This is an optimization exercise on Yosys and OpenROAD, whose aim is small area, not a production implementation. At most, simulation tests tie the RTL to the original design; equivalence was not proved. No activity file was given, so power comes from the tool's default toggle rates.

==> run G <==
## nmea_rmc_sentence_parser_top
module nmea_rmc_sentence_parser_top (
  input  logic        clk,
  input  logic        rst_n,
  input  logic        cfg_we,
  input  logic [1:0]  cfg_index,
  input  logic [7:0]  cfg_wdata,
  input  logic        in_push,
  output logic        in_full,
  input  logic [7:0]  in_rx_byte,
  output logic        out_empty,
  input  logic        out_pop,
  output logic        out_valid_res,
  output logic [6:0]  out_utc_hour,
  output logic [6:0]  out_utc_minute,
  output logic [6:0]  out_utc_second,
  output logic [6:0]  out_day_of_month,
  output logic [6:0]  out_month_number,
  output logic [11:0] out_full_year,
  output logic [7:0]  out_fix_status,
  output logic [26:0] out_latitude_micro_deg,
  output logic [29:0] out_longitude_micro_deg,
  output logic [15:0] out_hemispheres,
  output logic [3:0]  out_speed_digit
);
  logic                       rec_push, q_empty, back_rdy;
  logic [nrmc_pkg::REC_W-1:0] rec_f, rec_b;
  nrmc_front u_front (
    .clk        (clk),
    .rst_n      (rst_n),
    .cfg_we     (cfg_we),
    .cfg_index  (cfg_index),
    .cfg_wdata  (cfg_wdata),
    .byte_vld_i (in_push && !in_full),
    .byte_i     (in_rx_byte),
    .rec_push_o (rec_push),
    .rec_o      (rec_f)
  );
  nrmc_queue #(
    .WIDTH (nrmc_pkg::REC_W)
  ) u_queue (
    .clk     (clk),
    .rst_n   (rst_n),
    .push_i  (rec_push),
    .data_i  (rec_f),
    .full_o  (in_full),
    .pop_i   (back_rdy),
    .data_o  (rec_b),
    .empty_o (q_empty)
  );
  nrmc_back u_back (
    .clk                     (clk),
    .rst_n                   (rst_n),
    .vld_i                   (!q_empty),
    .rec_i                   (rec_b),
  ...
==> flow/config.mk <==
export PLATFORM = sky130hd
export DESIGN_NAME = nmea_rmc_sentence_parser_top
export DESIGN_NICKNAME = nmea_rmc_sentence_parser_top
export VERILOG_FILES = /design/flow/design.v
export SDC_FILE = /design/flow/constraint.sdc
export NUM_CORES = 4
export LEC_CHECK = 0
export ABC_AREA = 1
export CAP_MARGIN = 20
export CORE_MARGIN = 2
export CORE_UTILIZATION = 40
export CTS_BUF_LIST = sky130_fd_sc_hd__clkbuf_4
export CTS_CLUSTER_SIZE = 20
export SLEW_MARGIN = 20
==> flow/constraint.sdc <==
create_clock -name core_clock -period 10.0 [get_ports {clk}]
set_input_delay 2.0000 -clock core_clock [delete_from_list [all_inputs] [get_ports {clk}]]
set_output_delay 2.0000 -clock core_clock [all_outputs]
set_load 0.01 [all_outputs]
run.sh (not shown) runs the stock make flow with config.mk's settings and CLKGATE_MAP_FILE= SYNTH_SCRIPT=/design/flow/synth_recipe.tcl, a recipe that flattens the netlist after the stock synthesis.
==> inputs of run R, as changes to run G <==
--- a/flow/design.v
+++ b/flow/design.v
@@ -3,20 +3,21 @@
   localparam logic [7:0] END_CHAR_RST   = 8'd42;
   localparam logic [7:0] BYTE_COMMA     = 8'd44;
   localparam logic [7:0] BYTE_DOT       = 8'd46;
   localparam int REC_W = 4 + 42 + 24 + 27 + 30;
 endpackage
 module nrmc_front (
-  input  logic                      clk,
-  input  logic                      rst_n,
-  input  logic                      cfg_we,
-  input  logic [1:0]                cfg_index,
-  input  logic [7:0]                cfg_wdata,
-  input  logic                      byte_vld_i,
-  input  logic [7:0]                byte_i,
-  output logic                      rec_push_o,
+  input  logic                       clk,
+  input  logic                       rst_n,
+  input  logic                       cfg_we,
+  input  logic [1:0]                 cfg_index,
+  input  logic [7:0]                 cfg_wdata,
+  input  logic                       byte_vld_i,
+  input  logic [7:0]                 byte_i,
+  output logic                       rec_push_o,
+  output logic [nrmc_pkg::REC_W-1:0] rec_we_o,
   output logic [nrmc_pkg::REC_W-1:0] rec_o
 );
   logic [7:0] start_r, end_r;
   logic       port_en_r;
   always_ff @(posedge clk) begin
     if (!rst_n) begin
@@ -33,29 +34,28 @@
     end
   end
   logic        in_sent_r;
   logic [3:0]  pos_r;       
   logic [3:0]  comma_r;     
   logic [2:0]  cif_r;       
-  logic [6:0]  td_r [0:5];
-  logic [7:0]  stat_r, ns_r, ew_r;
+  logic [3:0]  prev_r;      
   logic [3:0]  spd_r;
-  logic [27:0] lat_r;       
-  logic [30:0] lon_r;       
+  logic [23:0] deg_r;       
   logic [20:0] w_r;         
   logic [1:0]  r_r;         
   logic        sat_r;       
   logic        seen_r;      
   logic [2:0]  fdc_r;       
-  logic act, is_end, is_start, clr, upd;
+  logic act, is_end, is_start, clr, upd, push;
   assign act      = byte_vld_i && port_en_r;
   assign is_end   = in_sent_r && (byte_i == end_r);
   assign is_start = !is_end && (byte_i == start_r);
   assign clr      = act && is_start;
   assign upd      = act && in_sent_r && !is_end && !is_start;
-  assign rec_push_o = act && is_end;
+  assign push     = act && is_end;
+  assign rec_push_o = push;
   logic [3:0] d;
   assign d = (byte_i >= 8'd48 && byte_i <= 8'd57) ? byte_i[3:0] : 4'd0;
   logic is_comma, is_dot;
   assign is_comma = (byte_i == nrmc_pkg::BYTE_COMMA);
   assign is_dot   = (byte_i == nrmc_pkg::BYTE_DOT);
   always_ff @(posedge clk) begin
@@ -79,53 +79,33 @@
         cif_r <= '0;
       end else if (cif_r != 3'd7) begin
         cif_r <= cif_r + 3'd1;
       end
     end
   end
-  logic       t_hit;
-  logic [1:0] tk;
-  logic       dt_hit;
-  logic [1:0] dk;
+  always_ff @(posedge clk) begin
+    if (upd) prev_r <= d;
+  end
+  logic       t_hit, dt_hit;
+  logic [1:0] tk, dk;
+  logic [6:0] pair, t_val, dt_val;
   assign t_hit  = (pos_inc >= 4'd7) && (pos_inc <= 4'd12);
   assign tk     = 2'((pos_inc - 4'd7) >> 1);
   assign dt_hit = !is_comma && (comma_r == 4'd9) && (cif_r < 3'd6);
   assign dk     = cif_r[2:1];
-  for (genvar k = 0; k < 6; k++) begin : g_td
-    logic hit;
-    if (k < 3) begin : g_t
-      assign hit = t_hit && (tk == 2'(k));
-    end else begin : g_d
-      assign hit = dt_hit && (dk == 2'(k - 3));
-    end
-    always_ff @(posedge clk) begin
-      if (clr) td_r[k] <= '0;
-      else if (upd && hit) td_r[k] <= 7'(td_r[k][3:0] * 4'd10) + 7'(d);
-    end
-  end
-  logic cap0;
-  assign cap0 = upd && !is_comma && (cif_r == 3'd0);
+  assign pair   = 7'(prev_r * 4'd10) + 7'(d);
+  assign t_val  = pos_inc[0] ? 7'(d) : pair;
+  assign dt_val = cif_r[0] ? pair : 7'(d);
   always_ff @(posedge clk) begin
-    if (clr) begin
-      stat_r <= '0;
-      ns_r   <= '0;
-      ew_r   <= '0;
-      spd_r  <= '0;
-    end else if (cap0) begin
-      if (comma_r == 4'd2) stat_r <= byte_i;
-      if (comma_r == 4'd4) ns_r   <= byte_i;
-      if (comma_r == 4'd6) ew_r   <= byte_i;
-      if (comma_r == 4'd7) spd_r  <= d;
-    end
+    if (clr) spd_r <= '0;
+    else if (upd && !is_comma && cif_r == 3'd0 && comma_r == 4'd7) spd_r <= d;
   end
   logic        fld_lat, fld_lon, in_coord, deg_ph;
-  logic [23:0] cd;
   assign fld_lat  = (comma_r == 4'd3);
   assign fld_lon  = (comma_r == 4'd5);
   assign in_coord = fld_lat || fld_lon;
-  assign cd       = fld_lon ? lon_r[23:0] : {3'b0, lat_r[20:0]};
   assign deg_ph   = fld_lon ? (cif_r < 3'd3) : (cif_r < 3'd2);
   logic [4:0]  u;
   logic [2:0]  uq;
   logic [1:0]  ur;
   assign u  = 5'(r_r) + 5'({d, 1'b0});
   assign uq = 3'(u / 5'd3);
@@ -134,21 +114,19 @@
   assign c_close = upd && in_coord && is_comma;
   assign c_deg   = upd && in_coord && !is_comma && deg_ph;
   assign c_dot   = upd && in_coord && !is_comma && !deg_ph && is_dot && !seen_r;
   assign c_min   = upd && in_coord && !is_comma && !deg_ph && !(is_dot && !seen_r) &&
                    (!seen_r || (fdc_r < 3'd4 && !sat_r));
   assign sat     = !seen_r && (sat_r || w_r >= 21'd166666);
-  logic [2:0] ph;           
-  logic [3:0] dd;
+  logic [2:0]  ph;          
   logic [23:0] kd;
   assign ph = c_deg ? 3'd0 : !seen_r ? 3'd1 : 3'd2 + {1'b0, fdc_r[1:0]};
-  assign dd = (d > 4'd9) ? 4'd0 : d;
   always_comb begin
     kd = '0;
     for (int i = 0; i < 10; i++) begin
-      if (dd == 4'(i)) begin
+      if (d == 4'(i)) begin
         case (ph)
           3'd0:    kd = 24'(i * 15625);
           3'd1:    kd = 24'(i * 16666);
           3'd2:    kd = 24'(i * 1666);
           3'd3:    kd = 24'(i * 166);
           3'd4:    kd = 24'(i * 16);
@@ -159,13 +137,13 @@
   end
   logic        mul10;
   logic [23:0] opa, opb, wide;
   logic [3:0]  opt;
   always_comb begin
     mul10 = 1'b0;
-    opa   = cd;
+    opa   = deg_r;
     opb   = 24'(w_r[20:6]);
     opt   = 4'd0;
     if (c_deg) begin
       mul10 = 1'b1;
       opb   = kd;
     end else if (!is_comma) begin
@@ -177,34 +155,21 @@
         opt   = 4'(uq) + 4'(r_r * 2'd3);
       end
     end
     wide = (mul10 ? 24'({opa, 3'b0}) + 24'({opa, 1'b0}) : opa) + opb + 24'(opt);
   end
   always_ff @(posedge clk) begin
-    if (clr) begin
-      lat_r <= '0;
-      lon_r <= '0;
-    end else begin
-      if (fld_lat) begin
-        if (c_close)    lat_r        <= {1'b0, wide[20:0], w_r[5:0]};
-        else if (c_deg) lat_r[20:0]  <= wide[20:0];
-      end
-      if (fld_lon) begin
-        if (c_close)    lon_r        <= {1'b0, wide, w_r[5:0]};
-        else if (c_deg) lon_r[23:0]  <= wide;
-      end
-    end
-  end
-  always_ff @(posedge clk) begin
     if (clr || (upd && is_comma)) begin
+      deg_r  <= '0;
       w_r    <= '0;
       r_r    <= '0;
       seen_r <= 1'b0;
       fdc_r  <= '0;
       sat_r  <= 1'b0;
     end else begin
+      if (c_deg) deg_r <= wide;
       if (c_dot) seen_r <= 1'b1;
       if (c_min) begin
         if (sat) begin
           w_r   <= 21'd1666665;
           r_r   <= 2'd0;
           sat_r <= 1'b1;
@@ -213,25 +178,48 @@
           r_r <= ur;
         end
         if (seen_r) fdc_r <= fdc_r + 3'd1;
       end
     end
   end
-  logic valid;
+  logic valid, zap;
+  logic [29:0] coord;
   assign valid = (comma_r >= 4'd12);
-  assign rec_o = valid ?
-                 {spd_r, td_r[0], td_r[1], td_r[2], td_r[3], td_r[4], td_r[5],
-                  stat_r, ns_r, ew_r, lat_r[26:0], lon_r[29:0]} :
-                 {4'b1010, 123'b0};
+  assign zap   = clr || (push && !valid);
+  assign coord = {wide, w_r[5:0]};
+  logic cap0;
+  assign cap0 = upd && !is_comma && (cif_r == 3'd0);
+  always_comb begin
+    rec_we_o = '0;
+    rec_o    = '0;
+    rec_we_o[126:123] = {4{push}};
+    rec_o[126:123]    = valid ? spd_r : 4'b1010;
+    for (int k = 0; k < 6; k++) begin
+      rec_we_o[122 - 7*k -: 7] = {7{zap || (upd && (k < 3 ? (t_hit && tk == 2'(k))
+                                                          : (dt_hit && dk == 2'(k - 3))))}};
+      rec_o[122 - 7*k -: 7]    = zap ? 7'd0 : (k < 3 ? t_val : dt_val);
+    end
+    rec_we_o[80:73] = {8{zap || (cap0 && comma_r == 4'd2)}};
+    rec_we_o[72:65] = {8{zap || (cap0 && comma_r == 4'd4)}};
+    rec_we_o[64:57] = {8{zap || (cap0 && comma_r == 4'd6)}};
+    rec_o[80:73]    = zap ? 8'd0 : byte_i;
+    rec_o[72:65]    = zap ? 8'd0 : byte_i;
+    rec_o[64:57]    = zap ? 8'd0 : byte_i;
+    rec_we_o[56:30] = {27{zap || (c_close && fld_lat)}};
+    rec_we_o[29:0]  = {30{zap || (c_close && fld_lon)}};
+    rec_o[56:30]    = zap ? 27'd0 : coord[26:0];
+    rec_o[29:0]     = zap ? 30'd0 : coord;
+  end
 endmodule
 module nrmc_queue #(
   parameter int WIDTH = 8
 ) (
   input  logic             clk,
   input  logic             rst_n,
   input  logic             push_i,    
+  input  logic [WIDTH-1:0] we_i,
   input  logic [WIDTH-1:0] data_i,
   output logic             full_o,
   input  logic             pop_i,
   output logic [WIDTH-1:0] data_o,
   output logic             empty_o
 );
@@ -240,14 +228,18 @@
   logic [2:0]       cnt_r;
   logic             do_pop;
   assign full_o  = cnt_r[2];
   assign empty_o = (cnt_r == 3'd0);
   assign do_pop  = pop_i && !empty_o;
   assign data_o  = mem[rd_r];
-  always_ff @(posedge clk) begin
-    if (push_i) mem[wr_r] <= data_i;
+  for (genvar e = 0; e < 4; e++) begin : g_e
+    for (genvar b = 0; b < WIDTH; b++) begin : g_b
+      always_ff @(posedge clk) begin
+        if (we_i[b] && wr_r == 2'(e)) mem[e][b] <= data_i[b];
+      end
+    end
   end
   always_ff @(posedge clk) begin
     if (!rst_n) begin
       wr_r  <= '0;
       rd_r  <= '0;
       cnt_r <= '0;
@@ -344,30 +336,32 @@
   output logic [26:0] out_latitude_micro_deg,
   output logic [29:0] out_longitude_micro_deg,
   output logic [15:0] out_hemispheres,
   output logic [3:0]  out_speed_digit
 );
   logic                       rec_push, q_empty, back_rdy;
-  logic [nrmc_pkg::REC_W-1:0] rec_f, rec_b;
+  logic [nrmc_pkg::REC_W-1:0] rec_we, rec_f, rec_b;
   nrmc_front u_front (
     .clk        (clk),
     .rst_n      (rst_n),
     .cfg_we     (cfg_we),
     .cfg_index  (cfg_index),
     .cfg_wdata  (cfg_wdata),
     .byte_vld_i (in_push && !in_full),
     .byte_i     (in_rx_byte),
     .rec_push_o (rec_push),
+    .rec_we_o   (rec_we),
     .rec_o      (rec_f)
   );
   nrmc_queue #(
     .WIDTH (nrmc_pkg::REC_W)
   ) u_queue (
     .clk     (clk),
     .rst_n   (rst_n),
     .push_i  (rec_push),
+    .we_i    (rec_we),
     .data_i  (rec_f),
     .full_o  (in_full),
     .pop_i   (back_rdy),
     .data_o  (rec_b),
     .empty_o (q_empty)
   );
--- a/flow/config.mk
+++ b/flow/config.mk
@@ -6,9 +6,10 @@
 export NUM_CORES = 4
 export LEC_CHECK = 0
 export ABC_AREA = 1
 export CAP_MARGIN = 20
 export CORE_MARGIN = 2
 export CORE_UTILIZATION = 40
-export CTS_BUF_LIST = sky130_fd_sc_hd__clkbuf_4
-export CTS_CLUSTER_SIZE = 20
+export CTS_BUF_LIST = sky130_fd_sc_hd__clkbuf_16
+export CTS_CLUSTER_DIAMETER = 80
+export CTS_CLUSTER_SIZE = 25
 export SLEW_MARGIN = 20
==> notes <==
Critical path depth: run G is lower than run R (2). In run G the clock skew is higher than in run R, by 0.085 ns. Between run G and run R, the lower combinational power is in run R (gap 14%, measured against run R). In run R the cell count is lower than in run G, by about 23%. Between run R and run G, the lower fmax is in run R (gap about 13%, measured against run G). Count of clock-buffer cells in the layout: run R is lower than run G (372). Sequential cell count: run R is lower than run G (95). In run R the routed wire length is smaller than in run G, by 16%. Against run R, the clock power of run G is larger by about 70%. Of run G and run R, run G has the higher sequential power (gap 9.4%, measured against run R). In run R the global-route usage is lower than in run G, by 1.0 points.
No functional check of the RTL was part of run G.

re-timing with driven ports:
How much do the figures lean on ideal ports? The routed layouts below were timed once more, with nothing changed but the port constraints.
Step 1 assumes that a clkbuf_16 drives the clock port and a buf_2 every other input.
Step 2, shift: input delay + t, output delay - t, t = (earliest + latest rising clock arrival at the registers) / 2. This alone moves slack from input paths to output paths.
Three values: no drivers, after step 1, after step 2; two values: the first two.
| run | t, ns | setup WS [ns] | worst data-port slew with drivers (ns) |
|---|---|---|---|
| run G | 1.142 | 1.971 / 1.865 / 0.723 | 0.17 |
| run R | 0.688 | 0.768 / 0.806 / 0.118 | 0.04 |
After both steps setup and hold are still met in every run listed. The setup slack of run G, which loses most, moves by -0.106 ns with the drivers and by -1.248 ns with both steps.
